From an optimization exercise on the open Yosys and OpenROAD flow, aimed at small area and a short achievable clock period; shortcuts taken in it are not production practice.
At most, simulation tests tie the RTL to the original design; equivalence was not proved.
Function not checked in run 4: the RTL went through the layout flow alone.

<file path="flow/config.mk">
export PLATFORM = sky130hd
export DESIGN_NAME = mul_div_unit
export DESIGN_NICKNAME = mul_div_unit
export VERILOG_FILES = /design/flow/design.v
export SDC_FILE = /design/flow/constraint.sdc
export NUM_CORES = 4
export LEC_CHECK = 0
export CAP_MARGIN = 0
export CORE_MARGIN = 2
export CORE_UTILIZATION = 35
export CTS_BUF_LIST = sky130_fd_sc_hd__clkbuf_8
export CTS_CLUSTER_SIZE = 10
export PLACE_DENSITY = 0.6
export SLEW_MARGIN = 0
</file>
<file path="flow/constraint.sdc">
create_clock -name core_clock -period 260.0 [get_ports {clk}]
set_input_delay 52.0000 -clock core_clock [delete_from_list [all_inputs] [get_ports {clk}]]
set_output_delay 52.0000 -clock core_clock [all_outputs]
set_load 0.01 [all_outputs]
</file>
<file path="flow/design.v">
module mul_div_unit #(
   parameter int MULT_CYCLES = 5,
   parameter int DIV_CYCLES  = 10
) (
   input  logic        clk,
   input  logic        reset,
   input  logic [2:0]  op,
   input  logic        start,
   input  logic [31:0] rs_data,
   input  logic [31:0] rt_data,
   output logic        busy,
   output logic        done,
   output logic [31:0] hi,
   output logic [31:0] lo
);
   localparam logic [2:0] OP_MULT  = 3'd1;
   localparam logic [2:0] OP_MULTU = 3'd2;
   localparam logic [2:0] OP_DIV   = 3'd3;
   localparam logic [2:0] OP_DIVU  = 3'd4;
   localparam logic [2:0] OP_MTHI  = 3'd5;
   localparam logic [2:0] OP_MTLO  = 3'd6;
   localparam int ROWS = 3;
   localparam int W    = 35;
   logic [3:0]  count;
   logic        isdiv;     
   logic        sg;        
   logic        sa;        
   logic        yp;        
   logic [31:0] x;         
   logic [31:0] b;         
   logic [32:0] a;         
   logic [1:0]  al;        
   logic is_muldiv;
   assign is_muldiv = start && (op >= OP_MULT) && (op <= OP_DIVU);
   assign busy      = is_muldiv || (count != 4'd0);
   wire idle   = (count == 4'd0);
   wire last   = (count == 4'd1);
   wire        op_div = op[2] | (op[1] & op[0]);
   wire        op_sg  = (op == OP_MULT) | (op == OP_DIV);
   wire        dv     = idle ? op_div : isdiv;
   wire        sge    = idle ? op_sg : sg;
   wire [31:0] xv     = idle ? rt_data : x;
   wire [31:0] bv     = idle ? rs_data : b;
   wire        ype    = ~idle & yp;
   wire        ainit  = op_div & op_sg & rs_data[31];
   wire [32:0] av     = idle ? {33{ainit}} : a;
   wire [34:0] rv     = idle ? {35{ainit}} : {a, al};    
   wire        x32    = sge & xv[31];
   wire [W:0]  xe     = {{(W-31){x32}}, xv, 1'b0};    
   wire        dlast  = isdiv & last;                  
   logic [W-1:0] bin [ROWS];
   logic [W-1:0] pp  [ROWS];
   logic [W-1:0] s   [ROWS];
   logic [W:0]   c   [ROWS];
   logic         one [ROWS];
   logic         two [ROWS];
   logic         neg [ROWS];
   logic         rsg [ROWS];    
   genvar r, i;
   generate
      for (r = 0; r < ROWS; r++) begin : g_row
         logic b1, b0, bm;
         if (r == 0) begin : g_r0
            assign b1  = bv[1];
            assign b0  = bv[0];
            assign bm  = ype;
            assign rsg[0] = rv[32];
            for (i = 0; i < W; i++) begin : g_bit
               if (i == 0)
                  assign bin[0][i] = dv ? bv[31] : av[0];
               else if (i < 33)
                  assign bin[0][i] = dv ? rv[i-1] : av[i];
               else
                  assign bin[0][i] = av[32];
            end
         end else begin : g_rn
            if (r == 1) begin : g_ext
               assign b1 = last ? (sg & bv[1]) : bv[3];
               assign b0 = last ? (sg & bv[1]) : bv[2];
            end else begin : g_noext
               assign b1 = bv[2*r+1];
               assign b0 = bv[2*r];
            end
            assign bm  = bv[2*r-1];
            assign rsg[r] = s[r-1][32];
            for (i = 0; i < W; i++) begin : g_bit
               if (i == 0)
                  assign bin[r][i] = dv ? bv[31-r] : s[r-1][2];
               else if (i < 33)
                  assign bin[r][i] = dv ? s[r-1][i-1] : s[r-1][i+2];
               else
                  assign bin[r][i] = s[r-1][W-1];
            end
         end
         wire fx  = (r == ROWS-1) ? dlast : 1'b0;
         wire sub = ~(rsg[r] ^ x32);
         assign one[r] = (dv & ~fx) | (~dv & (b0 ^ bm));
         assign two[r] = fx | (~dv & ((b1 & ~b0 & ~bm) | (~b1 & b0 & bm)));
         assign neg[r] = dv ? sub : b1;
         for (i = 0; i < W; i++) begin : g_fa
            assign pp[r][i] = ((xe[i+1] & one[r]) | (xe[i] & two[r])) ^ neg[r];
            assign s[r][i]  = bin[r][i] ^ pp[r][i] ^ c[r][i];
            assign c[r][i+1] = (bin[r][i] & pp[r][i]) | (bin[r][i] & c[r][i]) |
                               (pp[r][i] & c[r][i]);
         end
         assign c[r][0] = neg[r];
      end
   endgenerate
   logic [ROWS-1:0] qb;
   always_comb for (int k = 0; k < ROWS; k++) qb[ROWS-1-k] = ~(rsg[k] ^ x32);
   wire [32:0] rm    = s[1][32:0];      
   wire [31:0] t     = s[2][32:1];      
   wire        sub2  = qb[0];
   wire        use_t = (t == 32'd0) || ((rm[31:0] != 32'd0) && (rm[32] != sa));
   wire        dz    = (x == 32'd0);
   wire [31:0] qp    = {b[29:0], qb[2], qb[1]};
   logic [31:0] ones;      
   always_comb begin
      ones[0] = 1'b0;
      ones[1] = 1'b1;
      for (int k = 2; k < 32; k++) ones[k] = ones[k-1] & qp[k-2];
   end
   wire         inc   = use_t & sub2;
   wire  [31:0] q_out = {qp[30:0] ^ ({31{inc}} & ones[31:1]), ~use_t};
   wire ld_hi  = ~reset & idle & start & (op == OP_MTHI);
   wire ld_lo  = ~reset & idle & start & (op == OP_MTLO);
   wire fin    = ~reset & last;
   wire fin_m  = fin & ~isdiv;
   wire fin_d  = fin & isdiv & ~dz;
   wire hi_s2  = fin_d & use_t;
   wire hi_s1  = fin_m | (fin_d & ~use_t);
   wire hold_h = ~reset & ~ld_hi & ~fin_m & ~fin_d;
   wire hold_l = ~reset & ~ld_lo & ~fin_m & ~fin_d;
   wire [31:0] lo_m = {s[0][1:0], b[31:2]};
   always_ff @(posedge clk) begin
      hi <= ({32{ld_hi}} & rs_data) | ({32{hi_s1}} & s[1][31:0]) |
            ({32{hi_s2}} & t[31:0]) | ({32{hold_h}} & hi);
      lo <= ({32{ld_lo}} & rs_data) | ({32{fin_m}} & lo_m) |
            ({32{fin_d}} & q_out) | ({32{hold_l}} & lo);
      if (reset) begin
         count <= 4'd0;
         done  <= 1'b0;
      end else begin
         done <= last;
         if (!idle)
            count <= count - 4'd1;
         else if (is_muldiv)
            count <= op_div ? 4'(DIV_CYCLES) : 4'(MULT_CYCLES);
      end
   end
   always_ff @(posedge clk) begin
      x  <= xv;
      yp <= bv[5];
      a  <= s[2][W-1:2];
      al <= s[2][1:0];
      b <= ({32{idle & op_div}}   & {rs_data[28:0], qb}) |
           ({32{~idle & isdiv}}   & {b[28:0], qb}) |
           ({32{idle & ~op_div}}  & {s[2][1:0], s[1][1:0], s[0][1:0], rs_data[31:6]}) |
           ({32{~idle & ~isdiv}}  & {s[2][1:0], s[1][1:0], s[0][1:0], b[31:6]});
      isdiv <= dv;
      sg    <= sge;
      if (idle)
         sa <= (op == OP_DIV) & rs_data[31];
   end
endmodule
</file>
<file path="flow/flow/run.sh">
#!/bin/bash
# The standard layout (standard.sh), with two changes:
#  * synthesis maps the logic with an area-oriented ABC script (flow/abc_area.script)
#    instead of ORFS's speed script; everything else in the synthesis is the standard flow's own
#    synth_recipe.tcl, so the registers and their names are the standard synthesis's;
#  * the port buffers are the smallest plain buffer (sky130_fd_sc_hd__buf_1).
# Output of the whole run goes to standard.log; ORFS keeps each step's log in orfs/logs.
set -eo pipefail
here=$(pwd)
export BUFFER_PORTS_ARGS="-buffer_cell sky130_fd_sc_hd__buf_1"
export MY_ABC_SCRIPT="$here/flow/abc_area.script"
{
  echo 'proc abc {args} { set i [lsearch -exact $args -script]; if {$i >= 0} { lset args [expr {$i + 1}] $::env(MY_ABC_SCRIPT) }; yosys abc {*}$args }'
  cat synth_recipe.tcl
} > flow_synth.tcl
sed "s#SYNTH_SCRIPT=[^ ]*#SYNTH_SCRIPT=$here/flow_synth.tcl#" standard.sh > flow_standard.sh
bash flow_standard.sh > standard.log 2>&1
</file>
<file path="flow/flow/abc_area.script">
strash
ifraig
dc2
dc2
dch -f
amap -m -F 5 -A 10
topo
</file>
<file path="flow/standard.sh">
#!/bin/bash
# synth_recipe.tcl (not shown) runs the flow's synth.tcl, then flattens the netlist and writes it again
# the make line also repeats each setting of config.mk as NAME=value (left out here)
make -C /OpenROAD-flow-scripts/flow DESIGN_CONFIG=/design/flow/config.mk WORK_HOME=/design/flow/orfs CLKGATE_MAP_FILE= SYNTH_SCRIPT=/design/flow/synth_recipe.tcl "${@:-finish}"
</file>
==> load_flow_metrics.sql, run 1 <==
INSERT INTO impl_metrics (metric_group, metric, value, unit) VALUES
('sta', 'min_period', '106570', 'ps'),
('clock_network', 'cts-root-to-sink-buffers', '2', ''),
('grt', 'grt_pass1_wl', '67200', 'um'),
('worst_hold_path', 'min_delay_path_depth', '2', ''),
('sta', 'final.period_utilization', '41.0', '%'),
('worst_setup_path', 'timing.critical_path.from_type', 'input port', ''),
('worst_setup_path', 'worst-r2r-setup-slack', '203890', 'ps'),
('placed_design', 'detailed_place.area', '0.0123', 'mm2'),
('synth', 'synth_top_area_share', '31.2', '%'),
('worst_setup_path', 'critical_path.slowest_cell', 'sky130_fd_sc_hd__o21ai_0', ''),
('synth', 'synth_seq_cells', '172', ''),
('routing', 'highest_layer', 'met4', ''),
('synth', 'syn_area_per_cell', '8.70', 'um2'),
('worst_setup_path', 'rr_startpoint', 'count[0]', ''),
('synth', 'synth_cells', '1261', ''),
('worst_setup_path', 'cp.arrival', '107000', 'ps'),
('run_status', 'run_status', 'no timing/DRC/antenna violations', ''),
('job', 'max_cap_viols', '0', ''),
('clock_network', 'numCtsBuffers', '17', ''),
('worst_hold_path', 'min_from', 'lo[31]', ''),
('die', 'total_core_area', '0.0307', 'mm2'),
('die', 'starting_density_of_the_core', '35.7', '%'),
('worst_setup_path', 'worstPathRequired', '260430', 'ps'),
('clock_network', 'number_of_hold_buffers_added_after_cts', '0', ''),
('worst_setup_path', 'worstPathMaxFanout', '67', ''),
('placed_design', 'placement.io_buffers', '135', ''),
('clock_network', 'post_cts_buffers', '0', ''),
('grt', 'grt.overflow.total', '0', ''),
('grt', 'grt_pass1_vias', '10900', ''),
('die', 'die_h', '181', 'um'),
('clock_network', 'cts_htree_levels', '4', ''),
('synth', 'ys_dominant_reg_cell', 'sky130_fd_sc_hd__dfxtp_1', ''),
('clock_network', 'cts_resized', '0', ''),
('worst_setup_path', 'critPathTopFamily', 'adder cells', ''),
('routing', 'number_of_design_rule_violations_left_after_detail_routing', '0', ''),
('grt', 'groute.usage.overall', '26.7', '%'),
('clock_network', 'worst_skew_pair.late_latency', '510', 'ps'),
('sta', 'maxClockFrequency', '9.38', 'MHz'),
('synth', 'synth_area', '0.0110', 'mm2'),
('die', 'die_width', '181', 'um'),
('synth', 'synth-async-reset-ratio', '0', '%'),
('routing', 'route.layer.met1.wl', '18100', 'um'),
('die', 'num_rows', '64', ''),
('worst_setup_path', 'timing.critical_path.mode_cell', 'sky130_fd_sc_hd__fa_1', ''),
('routing', 'wl_per_cell', '24.1', 'um'),
('synth', 'syn_nets', '1434', ''),
('grt', 'grt_antenna_before_repair', '0', ''),
('grt', 'largest_net_degree_at_the_start_of_global_routing', '68', ''),
('synth', 'post_synth_most_frequent_cells', 'sky130_fd_sc_hd__o22ai_1, sky130_fd_sc_hd__dfxtp_1, sky130_fd_sc_hd__o21ai_0', ''),
('sta', 'final_hold_viol_count', '0', ''),
('synth', 'post-synth-top-area-cell', 'sky130_fd_sc_hd__dfxtp_1', ''),
('die', 'num_io_pins', '136', ''),
('finish', 'design_area', '0.0127', 'mm2'),
('clock_network', 'clock_tree_root_driver_cell', 'sky130_fd_sc_hd__clkbuf_8', ''),
('routing', 'detail_route.vias_per_cell', '6.30', ''),
('synth', 'synth-seq-area-share', '31.5', '%'),
('clock_network', 'cts_tree', 'built', ''),
('routing', 'met2_wirelength', '20500', 'um'),
('die', 'dieArea', '0.0328', 'mm2'),
('worst_setup_path', 'crit_path_end_kind', 'flop', ''),
('worst_setup_path', 'worstRegToRegCells', '157', ''),
('worst_setup_path', 'slowest_delay', '570', 'ps'),
('sta', 'setup_violations', '0', ''),
('routing', 'ant_nets', '0', ''),
('sta', 'fin_setup_tns', '0', 'ps'),
('worst_setup_path', 'critical_path_class', 'input port to flop', ''),
('synth', 'synth.most_common_cell', 'sky130_fd_sc_hd__o22ai_1', ''),
('synth', 'synth_warnings', '9', ''),
('finish', 'layout-drive-gt1-share', '5.22', '%');
cell families after synthesis:
group	Yosys count	synth area share (%)
compound gates	610	36.1
simple gates	238	9.15
buf+inv	137	4.69
fa+ha+maj	103	18.5
xor+xnor	1	0.0798
flops	172	31.5
through the flow:
step	instances	setup slack (ps)	util, %
after global placement	1820	153630	39.9
after CTS	1852	153320	41.2
after global routing	1852	150720	41.2
after floorplan	1261	145280	-
after detailed placement	1820	152920	39.9
final	1853	153430	41.2
cells in the final DEF (no fill, tap or decap), types with 5 or more instances in the layout:
cell type                  instances
sky130_fd_sc_hd__nand3_1           5
sky130_fd_sc_hd__a22oi_1           8
sky130_fd_sc_hd__o221ai_1          9
sky130_fd_sc_hd__clkinv_1        135
sky130_fd_sc_hd__o22ai_1         210
sky130_fd_sc_hd__fa_1             99
sky130_fd_sc_hd__a221oi_1         13
sky130_fd_sc_hd__nor4_1           17
sky130_fd_sc_hd__nor2_1          106
sky130_fd_sc_hd__a221o_1           5
sky130_fd_sc_hd__clkbuf_8         17
sky130_fd_sc_hd__nor3_1            8
sky130_fd_sc_hd__a21o_1           30
sky130_fd_sc_hd__nand2_1          75
sky130_fd_sc_hd__nor2b_1           5
sky130_fd_sc_hd__buf_4            28
sky130_fd_sc_hd__nand4_1           9
sky130_fd_sc_hd__a21oi_1          86
sky130_fd_sc_hd__buf_1           135
sky130_fd_sc_hd__o21ai_0         148
sky130_fd_sc_hd__a222oi_1         78
sky130_fd_sc_hd__dfxtp_1         171
layer usage:
| metal | GRT usage (%) | vias to the layer above |
|---|---|---|
| li1 | - | 5323 |
| met1 | 36.9 | 5563 |
| met2 | 42.8 | 714 |
| met3 | 4.72 | 80 |
| met4 | 7.97 | 0 |
| met5 | 0 | - |
cell type report:
cell class,count,area [um2],share of cell area [%]
antenna,1,2.50,0.0197
clock buffer,17,234,1.85
clock inverter,15,159,1.25
inverter,137,514,4.06
multi-input combinational,952,7100,56.0
sequential,172,3450,27.2
tap,396,495,3.91
timing repair buffer,163,717,5.66
state kept, by name, summed over array words and instances, names as in the netlist, 2 cells and up:
signal  count
a          33
b          32
hi         32
lo         32
x          32
count       4
al          2
worst register-to-register path: cells and delay by family, from the launching register on:
kind / cells / cell delay [ps]
adders and majority gates: 97 / 43660
and+or+nand+nor: 35 / 5840
buffers and inverters: 14 / 3750
AOI/OAI and AO/OA: 10 / 2280
DFF: 1 / 380
xor gates and xnor gates: 1 / 160
worst max-delay path by stage:
stage / slack [ps] / start / endpoint / cells past startpoint
after floorplan: 145280 / op[0] / lo[31] / 153
final: 153430 / op[0] / lo[31] / 156
after global routing: 150720 / op[0] / lo[31] / 156
after global placement: 153630 / op[0] / lo[31] / 156
after CTS: 153320 / op[0] / lo[31] / 156
after detailed placement: 152920 / op[0] / lo[31] / 156
==> inputs of run 2 (changes only) <==
==> flow/flow/abc_area.script (replaced) <==
strash
dch -f
amap -F 5 -A 10
topo
==> load_flow_metrics.sql, run 2 <==
INSERT INTO impl_metrics (metric_group, metric, value, unit) VALUES
('finish', 'layout-drive-gt1-share', '5.14', '%'),
('clock_network', 'numCtsBuffers', '17', ''),
('clock_network', 'clkSlewWorstSetupHoldPaths', '100', 'ps'),
('placed_design', 'placement.io_buffers', '135', ''),
('synth', 'synth_warnings', '9', ''),
('routing', 'ant_nets', '0', ''),
('worst_setup_path', 'critical_path_class', 'input port to output pin', ''),
('die', 'starting_density_of_the_core', '35.6', '%'),
('worst_setup_path', 'critical_path.slowest_cell', 'sky130_fd_sc_hd__o21ai_0', ''),
('synth', 'synth_mux_area_share', '0', '%'),
('finish', 'number_of_flip_flops_in_the_largest_register', '33', ''),
('synth', 'synth-adder-area-share', '18.0', '%'),
('job', 'max_cap_viols', '0', ''),
('clock_network', 'worst_skew_pair.late_latency', '510', 'ps'),
('sta', 'transition_time_at_the_pin_with_the_least_slew_margin', '909', 'ps'),
('synth', 'yosys.area_share.xor_xnor', '0.0778', '%'),
('synth', 'synth-edff-count', '1', ''),
('synth', 'synth.most_common_cell', 'sky130_fd_sc_hd__o22ai_1', ''),
('finish', 'area_growth_syn_to_layout', '15.3', '%'),
('clock_network', 'cts-root-to-sink-buffers', '2', ''),
('synth', 'synth-async-reset-ratio', '0', '%'),
('die', 'num_rows', '65', ''),
('worst_setup_path', 'timing.critical_path.from_type', 'input port', ''),
('synth', 'syn_area_per_cell', '8.42', 'um2'),
('worst_setup_path', 'critical_path.n_buffers_inverters', '2', ''),
('die', 'die_h', '183', 'um'),
('routing', 'wl_per_cell', '24.2', 'um'),
('grt', 'groute.usage.overall', '27.7', '%'),
('finish', 'layout.cells.most_common_list', 'sky130_fd_sc_hd__o22ai_1, sky130_fd_sc_hd__dfxtp_1, sky130_fd_sc_hd__clkinv_1', ''),
('sta', 'grt_setup_unrepaired', 'false', ''),
('worst_setup_path', 'worstReg2RegEnd', 'lo[28]', ''),
('clock_network', 'clock_tree_root_driver_cell', 'sky130_fd_sc_hd__clkbuf_8', ''),
('routing', 'number_of_design_rule_violations_left_after_detail_routing', '0', ''),
('synth', 'ys_dominant_reg_cell', 'sky130_fd_sc_hd__dfxtp_1', ''),
('die', 'num_io_pins', '136', ''),
('synth', 'synth_top_area_share', '30.4', '%'),
('synth', 'synth_cells', '1338', ''),
('worst_setup_path', 'timing.critical_path.to', 'busy', ''),
('worst_setup_path', 'slowest_delay', '510', 'ps'),
('finish', 'mostFrequentLayoutCell', 'sky130_fd_sc_hd__o22ai_1', ''),
('synth', 'synth-seq-area-share', '30.7', '%'),
('grt', 'grt.overflow.total', '0', ''),
('synth', 'synth_seq_cells', '172', ''),
('sta', 'finalClockSkew', '14.8', 'ps'),
('synth', 'synth_cell_types', '39', ''),
('grt', 'largest_net_degree_at_the_start_of_global_routing', '68', ''),
('placed_design', 'post-place-ws', '154860', 'ps'),
('synth', 'syn_nets', '1511', ''),
('routing', 'drt_first_pass_iters', '9', ''),
('worst_setup_path', 'cp_cell_sequence', 'buf_1 > nor2_1 > nand2_1 > nand2_1 > o21ai_0 > buf_1', ''),
('clock_network', 'number_of_hold_buffers_added_after_cts', '0', ''),
('grt', 'grt_antenna_before_repair', '3', ''),
('synth', 'most_area_consuming_cells_after_synthesis', 'sky130_fd_sc_hd__dfxtp_1, sky130_fd_sc_hd__fa_1, sky130_fd_sc_hd__o22ai_1', ''),
('synth', 'post_synth_most_frequent_cells', 'sky130_fd_sc_hd__o22ai_1, sky130_fd_sc_hd__dfxtp_1, sky130_fd_sc_hd__clkinv_1', ''),
('sta', 'final.setup.worst_slack', '154810', 'ps'),
('sta', 'fin_setup_tns', '0', 'ps'),
('synth', 'post-synth-top-area-cell', 'sky130_fd_sc_hd__dfxtp_1', ''),
('die', 'die_width', '183', 'um'),
('routing', 'detail_route.vias_per_cell', '6.34', ''),
('sta', 'min_period', '105190', 'ps'),
('clock_network', 'cts_tree', 'built', ''),
('worst_hold_path', 'hold_class', 'flop to flop', ''),
('clock_network', 'cts_resized', '0', ''),
('sta', 'final_hold_viol_count', '0', ''),
('sta', 'maxClockFrequency', '9.51', 'MHz'),
('routing', 'wl', '46900', 'um'),
('die', 'dieArea', '0.0336', 'mm2'),
('worst_setup_path', 'worstPathRequired', '208000', 'ps'),
('synth', 'synth-simple-area-share', '11.0', '%'),
('clock_network', 'tritoncts_num_sinks', '172', ''),
('worst_setup_path', 'critPathTopFamily', 'compound AO/OA/AOI/OAI gates', ''),
('die', 'total_core_area', '0.0316', 'mm2'),
('placed_design', 'place.gp.congestion', '0.963', ''),
('sta', 'timing_max_transition_violations_final', '0', ''),
('finish', 'layout.nets', '1696', ''),
('run_status', 'run_status', 'no timing/DRC/antenna violations', ''),
('worst_setup_path', 'worstPathMaxFanout', '4', ''),
('grt', 'grt_pass1_wl', '71200', 'um'),
('placed_design', 'detailedPlacementHpwl', '34400', 'um'),
('sta', 'fin_hold_ws', '443', 'ps'),
('routing', 'detailroute.via_count', '12300', ''),
('worst_setup_path', 'worst-r2r-setup-slack', '205190', 'ps'),
('worst_setup_path', 'crit_path_end_kind', 'output pin', ''),
('grt', 'grt_pass1_vias', '11500', ''),
('synth', 'synth_area', '0.0113', 'mm2'),
('finish', 'largest-register', 'a', ''),
('synth', 'synth_compound_gate_area_share', '34.5', '%'),
('sta', 'setup_violations', '0', ''),
('routing', 'drt_iter0_markers', '1916', ''),
('clock_network', 'post_cts_buffers', '0', ''),
('worst_setup_path', 'worstRegToRegCells', '140', ''),
('sta', 'timing.slew.headroom', '39.1', '%'),
('synth', 'largest_family_of_logic_cells_by_synthesized_area', 'compound AO/OA/AOI/OAI gates', ''),
('worst_setup_path', 'rr_startpoint', 'count[0]', ''),
('worst_setup_path', 'critPathLaunch', 'op[1]', ''),
('sta', 'final.period_utilization', '40.5', '%'),
('worst_setup_path', 'cp.arrival', '53190', 'ps'),
('worst_setup_path', 'worstSetupPathDepth', '6', ''),
('clock_network', 'cts_htree_levels', '4', '');
run 2: stage by stage:
step / cell area (um2) / util [%] / cells
after detailed placement: 12600 / 39.8 / 1906
after global routing: 13000 / 41.0 / 1938
after global placement: 12600 / 39.8 / 1906
after CTS: 13000 / 41.0 / 1938
final: 13000 / 41.0 / 1939
after floorplan: 11300 / - / 1338
run 2: worst min path at each step:
stage	from	end	slack, ps	cells after the start
after floorplan	sg	sg	460	2
after global placement	lo[16]	lo[16]	420	2
after detailed placement	lo[16]	lo[16]	430	2
after CTS	lo[16]	lo[16]	440	2
after global routing	lo[16]	lo[16]	470	2
final	lo[16]	lo[16]	440	2
run 2: worst register-to-register path: cells and delay by family, from the launching register on:
kind | cells | cell delay, ps
flip-flops | 1 | 410
AND/OR/NAND/NOR | 16 | 4260
buffers and inverters | 15 | 3810
adder cells (fa/ha/maj) | 97 | 43740
AO/OA/AOI/OAI | 12 | 2460
run 2: kinds of logic after synthesis:
kind of cell	Yosys count
compound gates	608
buf+inv	170
fa+ha+maj	103
xor+xnor	1
simple gates	284
flops	172
run 2: metal layers:
metal / track usage, % / routed length, um / up-vias
met5: 0 / 36 / -
met4: 7.90 / 1020 / 6
met3: 5.50 / 5210 / 89
met2: 43.5 / 21200 / 787
met1: 38.7 / 19400 / 5854
li1: - / - / 5551
run 2: layout make-up:
cell class                      count  area, um2
Multi-Input combinational cell    996       7250
Inverter                          170        639
Antenna cell                        1       2.50
Sequential cell                   172       3450
Timing Repair Buffer              166        739
Fill cell                        3273      18700
Clock inverter                     15        163
Clock buffer                       17        234
Tap cell                          402        503
==> inputs of run 3 (changes only) <==
==> flow/flow/abc_area.script (replaced) <==
strash
ifraig
dc2
dc2
dch -f
amap -F 5 -A 10
topo
--- a/flow/config.mk
+++ b/flow/config.mk
@@ -9,5 +9,4 @@
 export CORE_MARGIN = 2
-export CORE_UTILIZATION = 35
-export CTS_BUF_LIST = sky130_fd_sc_hd__clkbuf_8
-export CTS_CLUSTER_SIZE = 10
+export CORE_UTILIZATION = 45
+export CTS_BUF_LIST = sky130_fd_sc_hd__clkbuf_8 sky130_fd_sc_hd__clkbuf_16
 export PLACE_DENSITY = 0.6
==> load_flow_metrics.sql, run 3 <==
INSERT INTO impl_metrics (metric_group, metric, value, unit) VALUES
('synth', 'synth.most_common_cell', 'sky130_fd_sc_hd__o22ai_1', ''),
('die', 'dieArea', '0.0257', 'mm2'),
('clock_network', 'clkSlewWorstSetupHoldPaths', '80', 'ps'),
('sta', 'transition_time_at_the_pin_with_the_least_slew_margin', '1040', 'ps'),
('grt', 'largest_net_degree_at_the_start_of_global_routing', '68', ''),
('die', 'num_rows', '57', ''),
('finish', 'insertedDiodeCount', '0', ''),
('sta', 'min_period', '107340', 'ps'),
('finish', 'number_of_flip_flops_in_the_largest_register', '33', ''),
('synth', 'synth_cell_types', '33', ''),
('worst_setup_path', 'timing.critical_path.to', 'lo[31]', ''),
('clock_network', 'worst_skew_pair.late_latency', '450', 'ps'),
('sta', 'setup_violations', '0', ''),
('finish', 'sequential_cell_area', '0.00345', 'mm2'),
('worst_hold_path', 'hold_class', 'flop to flop', ''),
('routing', 'wl_per_cell', '24.1', 'um'),
('job', 'max_cap_viols', '0', ''),
('finish', 'layout.nets', '1618', ''),
('placed_design', 'detailed_place.area', '0.0122', 'mm2'),
('worst_setup_path', 'worst-r2r-setup-slack', '202950', 'ps'),
('synth', 'most_area_consuming_cells_after_synthesis', 'sky130_fd_sc_hd__dfxtp_1, sky130_fd_sc_hd__fa_1, sky130_fd_sc_hd__o22ai_1', ''),
('sta', 'final.setup.worst_slack', '152660', 'ps'),
('synth', 'syn_area_per_cell', '8.71', 'um2'),
('worst_setup_path', 'timing.critical_path.mode_cell', 'sky130_fd_sc_hd__fa_1', ''),
('grt', 'grt_antenna_before_repair', '0', ''),
('finish', 'area_growth_syn_to_layout', '16.4', '%'),
('die', 'die_width', '160', 'um'),
('sta', 'final_hold_viol_count', '0', ''),
('worst_setup_path', 'timing.critical_path.from_type', 'input port', ''),
('worst_setup_path', 'crit_path_end_kind', 'flop', ''),
('finish', 'design_area', '0.0128', 'mm2'),
('sta', 'finalClockSkew', '13.6', 'ps'),
('finish', 'layout-drive-gt1-share', '5.35', '%'),
('synth', 'synth-adder-area-share', '18.5', '%'),
('die', 'die_h', '160', 'um'),
('routing', 'number_of_design_rule_violations_left_after_detail_routing', '0', ''),
('sta', 'timing.slew.headroom', '30.1', '%'),
('clock_network', 'cts_resized', '0', ''),
('placed_design', 'post-place-ws', '152330', 'ps'),
('routing', 'drt_first_pass_iters', '6', ''),
('sta', 'fin_setup_tns', '0', 'ps'),
('synth', 'synth-async-reset-ratio', '0', '%'),
('clock_network', 'cts-root-to-sink-buffers', '2', ''),
('worst_setup_path', 'critical_path_class', 'input port to flop', ''),
('synth', 'synth_mux_area_share', '0', '%'),
('finish', 'layout.cells.most_common_list', 'sky130_fd_sc_hd__o22ai_1, sky130_fd_sc_hd__dfxtp_1, sky130_fd_sc_hd__o21ai_0', ''),
('worst_setup_path', 'worstReg2RegEnd', 'lo[31]', ''),
('clock_network', 'cts_htree_levels', '4', ''),
('placed_design', 'detailedPlacementHpwl', '30900', 'um'),
('synth', 'synth_area', '0.0110', 'mm2'),
('routing', 'detailroute.via_count', '11500', ''),
('routing', 'drt_iter0_markers', '1822', ''),
('synth', 'synth-seq-area-share', '31.4', '%'),
('finish', 'mostFrequentLayoutCell', 'sky130_fd_sc_hd__o22ai_1', ''),
('synth', 'synth_compound_gate_area_share', '36.1', '%'),
('synth', 'post_synth_most_frequent_cells', 'sky130_fd_sc_hd__o22ai_1, sky130_fd_sc_hd__dfxtp_1, sky130_fd_sc_hd__o21ai_0', ''),
('synth', 'synth-edff-count', '1', ''),
('finish', 'final_core_utilization', '53.0', '%'),
('finish', 'largest-register', 'a', ''),
('grt', 'groute.usage.overall', '33.0', '%'),
('die', 'total_core_area', '0.0241', 'mm2'),
('clock_network', 'tritoncts_num_sinks', '172', ''),
('clock_network', 'number_of_hold_buffers_added_after_cts', '0', ''),
('synth', 'ys_dominant_reg_cell', 'sky130_fd_sc_hd__dfxtp_1', ''),
('worst_setup_path', 'worstRegToRegCells', '163', ''),
('synth', 'post-synth-top-area-cell', 'sky130_fd_sc_hd__dfxtp_1', ''),
('synth', 'synth_cells', '1261', ''),
('placed_design', 'place.gp.congestion', '0.947', ''),
('finish', 'multiInputGateArea', '0.00708', 'mm2'),
('worst_setup_path', 'critical_path.slowest_cell', 'sky130_fd_sc_hd__clkinv_1', ''),
('placed_design', 'placement.io_buffers', '135', ''),
('clock_network', 'numCtsBuffers', '17', ''),
('sta', 'final.period_utilization', '41.3', '%'),
('worst_setup_path', 'slowest_delay', '710', 'ps'),
('clock_network', 'clock_tree_root_driver_cell', 'sky130_fd_sc_hd__clkbuf_16', ''),
('run_status', 'run_status', 'no timing/DRC/antenna violations', ''),
('worst_setup_path', 'worstPathMaxFanout', '67', ''),
('die', 'starting_density_of_the_core', '45.6', '%'),
('sta', 'timing_max_transition_violations_final', '0', ''),
('worst_setup_path', 'critPathLaunch', 'op[0]', ''),
('synth', 'synth_top_area_share', '31.2', '%'),
('worst_setup_path', 'rr_startpoint', 'count[0]', ''),
('sta', 'grt_setup_unrepaired', 'false', ''),
('worst_setup_path', 'cp.arrival', '107660', 'ps'),
('grt', 'grt_pass1_wl', '65200', 'um'),
('synth', 'synth-simple-area-share', '9.04', '%'),
('synth', 'synth_seq_cells', '172', ''),
('worst_setup_path', 'worstPathRequired', '260310', 'ps'),
('synth', 'synth_warnings', '9', ''),
('grt', 'grt.overflow.total', '0', ''),
('routing', 'ant_nets', '0', ''),
('grt', 'grt_pass1_vias', '10900', ''),
('synth', 'largest_family_of_logic_cells_by_synthesized_area', 'compound AO/OA/AOI/OAI gates', ''),
('clock_network', 'cts_tree', 'built', ''),
('routing', 'detail_route.vias_per_cell', '6.46', ''),
('routing', 'wl', '43000', 'um'),
('synth', 'yosys.area_share.xor_xnor', '0.0798', '%'),
('die', 'num_io_pins', '136', ''),
('clock_network', 'post_cts_buffers', '0', ''),
('finish', 'layout.filler_cells', '2382', ''),
('sta', 'maxClockFrequency', '9.32', 'MHz'),
('synth', 'syn_nets', '1434', '');
==> run 3: worst min path at each step <==
stage / start / end / slack, ps / cells past startpoint
after floorplan: b[19] / b[22] / 450 / 2
after global placement: lo[30] / lo[30] / 470 / 2
after detailed placement: lo[1] / lo[1] / 480 / 2
after CTS: lo[1] / lo[1] / 490 / 2
after global routing: lo[18] / lo[18] / 520 / 2
final: lo[1] / lo[1] / 490 / 2
==> run 3: critical path: cells and delay by family <==
family	cells	cell delay (ps)
simple gates	32	5030
fa+ha+maj	96	43450
buf+inv	21	3910
xor+xnor	1	160
compound gates	11	3030
==> run 3: area by class of cell <==
class                   count  area share (%)
repair buffers            165            5.73
well taps                 324            3.17
flip-flops and latches    172            27.0
inverters                 140            4.11
clock inverters            15            1.22
multi-input cells         949            55.4
clock buffers              17            3.33
==> run 3: metal layers <==
metal / routed length [um] / GRT usage (%)
met1: 17600 / 43.6
met5: 0 / 0
met3: 4040 / 6.70
met2: 19800 / 52.8
met4: 1580 / 14.0
==> run 3: per-stage QoR <==
stage / hold slack, ps / cells
floorplan: 453 / 1261
global placement: 465 / 1750
detailed placement: 479 / 1750
CTS: 492 / 1782
global route: 521 / 1782
finish: 487 / 1782
==> run 3: logic make-up (layout without fill, tap and decap cells) <==
family | Yosys count | in the layout
AO/OA/AOI/OAI | 611 | 611
XOR/XNOR | 1 | 1
adder cells (fa/ha/maj) | 103 | 103
buffers and inverters | 140 | 337
flip-flops | 172 | 172
AND/OR/NAND/NOR | 234 | 234
==> inputs of run 4 (changes only) <==
--- a/flow/design.v
+++ b/flow/design.v
@@ -116,10 +116,13 @@
    wire [31:0] qp    = {b[29:0], qb[2], qb[1]};
-   logic [31:0] ones;      
+   logic [30:0] qinc;
+   logic [31:0] hc;
    always_comb begin
-      ones[0] = 1'b0;
-      ones[1] = 1'b1;
-      for (int k = 2; k < 32; k++) ones[k] = ones[k-1] & qp[k-2];
+      hc[0] = 1'b1;
+      for (int k = 0; k < 31; k++) begin
+         qinc[k]  = qp[k] ^ hc[k];
+         hc[k+1]  = qp[k] & hc[k];
+      end
    end
    wire         inc   = use_t & sub2;
-   wire  [31:0] q_out = {qp[30:0] ^ ({31{inc}} & ones[31:1]), ~use_t};
+   wire  [31:0] q_out = {inc ? qinc : qp[30:0], ~use_t};
    wire ld_hi  = ~reset & idle & start & (op == OP_MTHI);
==> flow/flow/abc_area.script (replaced) <==
strash
ifraig
dc2
dc2
dch -f
amap -m -F 5 -A 10
topo
--- a/flow/config.mk
+++ b/flow/config.mk
@@ -9,4 +9,5 @@
 export CORE_MARGIN = 2
-export CORE_UTILIZATION = 45
-export CTS_BUF_LIST = sky130_fd_sc_hd__clkbuf_8 sky130_fd_sc_hd__clkbuf_16
+export CORE_UTILIZATION = 35
+export CTS_BUF_LIST = sky130_fd_sc_hd__clkbuf_8
+export CTS_CLUSTER_SIZE = 10
 export PLACE_DENSITY = 0.6
==> load_flow_metrics.sql, run 4 <==
INSERT INTO impl_metrics (metric_group, metric, value, unit) VALUES
('run_status', 'run_status', 'no timing/DRC/antenna violations', ''),
('synth', 'synth_area', '0.0113', 'mm2'),
('synth', 'largest_family_of_logic_cells_by_synthesized_area', 'compound AO/OA/AOI/OAI gates', ''),
('worst_setup_path', 'critPathTopFamily', 'buffers and inverters', ''),
('finish', 'layout-drive-gt1-share', '5.53', '%'),
('worst_setup_path', 'worstRegToRegCells', '134', ''),
('worst_setup_path', 'critical_path_class', 'input port to output pin', ''),
('synth', 'synth_cell_types', '33', ''),
('routing', 'drt_first_pass_iters', '6', ''),
('synth', 'most_area_consuming_cells_after_synthesis', 'sky130_fd_sc_hd__dfxtp_1, sky130_fd_sc_hd__fa_1, sky130_fd_sc_hd__o22ai_1', ''),
('routing', 'detail_route.vias_per_cell', '6.32', ''),
('routing', 'wl', '45400', 'um'),
('finish', 'largest-register', 'a', ''),
('grt', 'groute.usage.overall', '26.9', '%'),
('synth', 'synth_top_area_share', '30.3', '%'),
('grt', 'grt_pass1_vias', '11300', ''),
('placed_design', 'dp.cells', '1852', ''),
('clock_network', 'clkSlewWorstSetupHoldPaths', '100', 'ps'),
('synth', 'synth-edff-count', '1', ''),
('clock_network', 'number_of_hold_buffers_added_after_cts', '0', ''),
('worst_setup_path', 'timing.critical_path.mode_cell', 'sky130_fd_sc_hd__buf_1', ''),
('synth', 'synth-adder-area-share', '21.1', '%'),
('placed_design', 'placement.io_buffers', '135', ''),
('worst_setup_path', 'worstSetupPathDepth', '5', ''),
('synth', 'synth-seq-area-share', '30.6', '%'),
('synth', 'synth.most_common_cell', 'sky130_fd_sc_hd__o22ai_1', ''),
('sta', 'setup_violations', '0', ''),
('die', 'dieArea', '0.0337', 'mm2'),
('synth', 'post_synth_most_frequent_cells', 'sky130_fd_sc_hd__o22ai_1, sky130_fd_sc_hd__dfxtp_1, sky130_fd_sc_hd__o21ai_0', ''),
('clock_network', 'cts_htree_levels', '4', ''),
('worst_hold_path', 'min_from', 'b[28]', ''),
('grt', 'grt_pass1_wl', '69100', 'um'),
('synth', 'synth-async-reset-ratio', '0', '%'),
('clock_network', 'worst_skew_pair.late_latency', '500', 'ps'),
('synth', 'synth_seq_cells', '172', ''),
('synth', 'synth_warnings', '9', ''),
('clock_network', 'cts_tree', 'built', ''),
('grt', 'grt.overflow.total', '0', ''),
('routing', 'ant_nets', '0', ''),
('finish', 'final_core_utilization', '41.3', '%'),
('synth', 'yosys.area_share.xor_xnor', '0', '%'),
('clock_network', 'tritoncts_num_sinks', '172', ''),
('routing', 'wl_per_cell', '24.1', 'um'),
('synth', 'synth_cells', '1284', ''),
('worst_setup_path', 'slowest_delay', '220', 'ps'),
('sta', 'min_period', '104870', 'ps'),
('grt', 'largest_net_degree_at_the_start_of_global_routing', '68', ''),
('worst_hold_path', 'min_delay_path_depth', '2', ''),
('clock_network', 'numCtsBuffers', '17', ''),
('job', 'max_cap_viols', '0', ''),
('synth', 'syn_area_per_cell', '8.80', 'um2'),
('sta', 'final_hold_viol_count', '0', ''),
('synth', 'synth_compound_gate_area_share', '35.0', '%'),
('worst_setup_path', 'worstPathMaxFanout', '4', ''),
('die', 'num_rows', '65', ''),
('worst_setup_path', 'timing.critical_path.from_type', 'input port', ''),
('clock_network', 'post_cts_buffers', '0', ''),
('placed_design', 'post-place-ws', '155000', 'ps'),
('worst_setup_path', 'worstPathRequired', '208000', 'ps'),
('clock_network', 'cts_resized', '0', ''),
('clock_network', 'clock_tree_root_driver_cell', 'sky130_fd_sc_hd__clkbuf_8', ''),
('die', 'die_h', '184', 'um'),
('sta', 'final.period_utilization', '40.3', '%'),
('die', 'starting_density_of_the_core', '35.6', '%'),
('worst_setup_path', 'critical_path.n_buffers_inverters', '3', ''),
('routing', 'detailroute.via_count', '11900', ''),
('sta', 'fin_setup_tns', '0', 'ps'),
('sta', 'grt_setup_unrepaired', 'false', '');
run 4: final timing paths:
| path | to | slack [ps] |
|---|---|---|
| setup / recovery | busy | 155130 |
| hold / removal | b[31] | 500 |
| setup reg to reg | lo[23] | 205300 |
| hold reg to reg | b[31] | 500 |
run 4: per-layer routing:
metal,up-vias,track usage [%],share of wire (%)
li1,5429,-,-
met1,5686,37.0,41
met2,727,42.5,45
met3,74,6.18,11
met4,0,7.36,2.3
met5,-,0,0
run 4: worst reg2reg max path, delay by kind of cell, from the launching register on:
| family | cells | cell delay (ps) |
|---|---|---|
| compound gates | 12 | 3260 |
| fa+ha+maj | 97 | 43980 |
| buf+inv | 15 | 4560 |
| flops | 1 | 350 |
| simple gates | 10 | 2360 |
run 4: kinds of logic (layout without fill, tap and decap cells):
group	after synthesis	after routing
AOI/OAI and AO/OA	609	609
adders and majority gates	131	131
buffers and inverters	132	330
DFF	172	172
other	0	1
and+or+nand+nor	240	240
run 4: through the flow:
stage          hold WS, ps  cell area (um2)
2_1_floorplan          453            11300
3_3_place_gp           482            12600
3_5_place_dp           477            12600
4_1_cts                500            13100
5_1_grt                532            13100
6_report               503            13100
run 4: cell type report:
class,instances,area (um2)
multi-input combinational,980,7440
clock buffer,20,275
timing repair buffer,166,739
sequential,172,3450
clock inverter,12,208
fill,3229,18600
antenna,1,2.50
tap,402,503
inverter,132,495

==> what the ideal ports hide <==
The results above use ideal ports. As a check the final layouts listed here were re-extracted and re-timed, cells and wires unchanged.
Step 1, drivers: a clkbuf_16 drives clk and a buf_2 each remaining input, both assumed.
Step 2 times the ports against the registers' clock, not the clock port: input delays grow and output delays shrink by t, the midpoint of the rising clock arrivals with the driver on.
Slacks: no drivers / after step 1 / after step 2; pairs: no drivers / after step 1.
run | shift t [ns] | setup WS [ns] | worst hold slack (ns)
run 1 | 0.544 | 153.434 / 153.436 / 152.892 | 0.478 / 0.478 / 0.478
run 2 | 0.549 | 154.806 / 154.736 / 154.736 | 0.443 / 0.443 / 0.443
run 3 | 0.490 | 152.659 / 152.686 / 152.196 | 0.487 / 0.487 / 0.487
run 4 | 0.536 | 155.126 / 155.095 / 154.961 | 0.503 / 0.503 / 0.503
After both steps setup and hold are still met in every run listed. For run 1, which loses most, drivers alone change the setup slack by +0.002 ns; drivers and shift together by -0.542 ns.
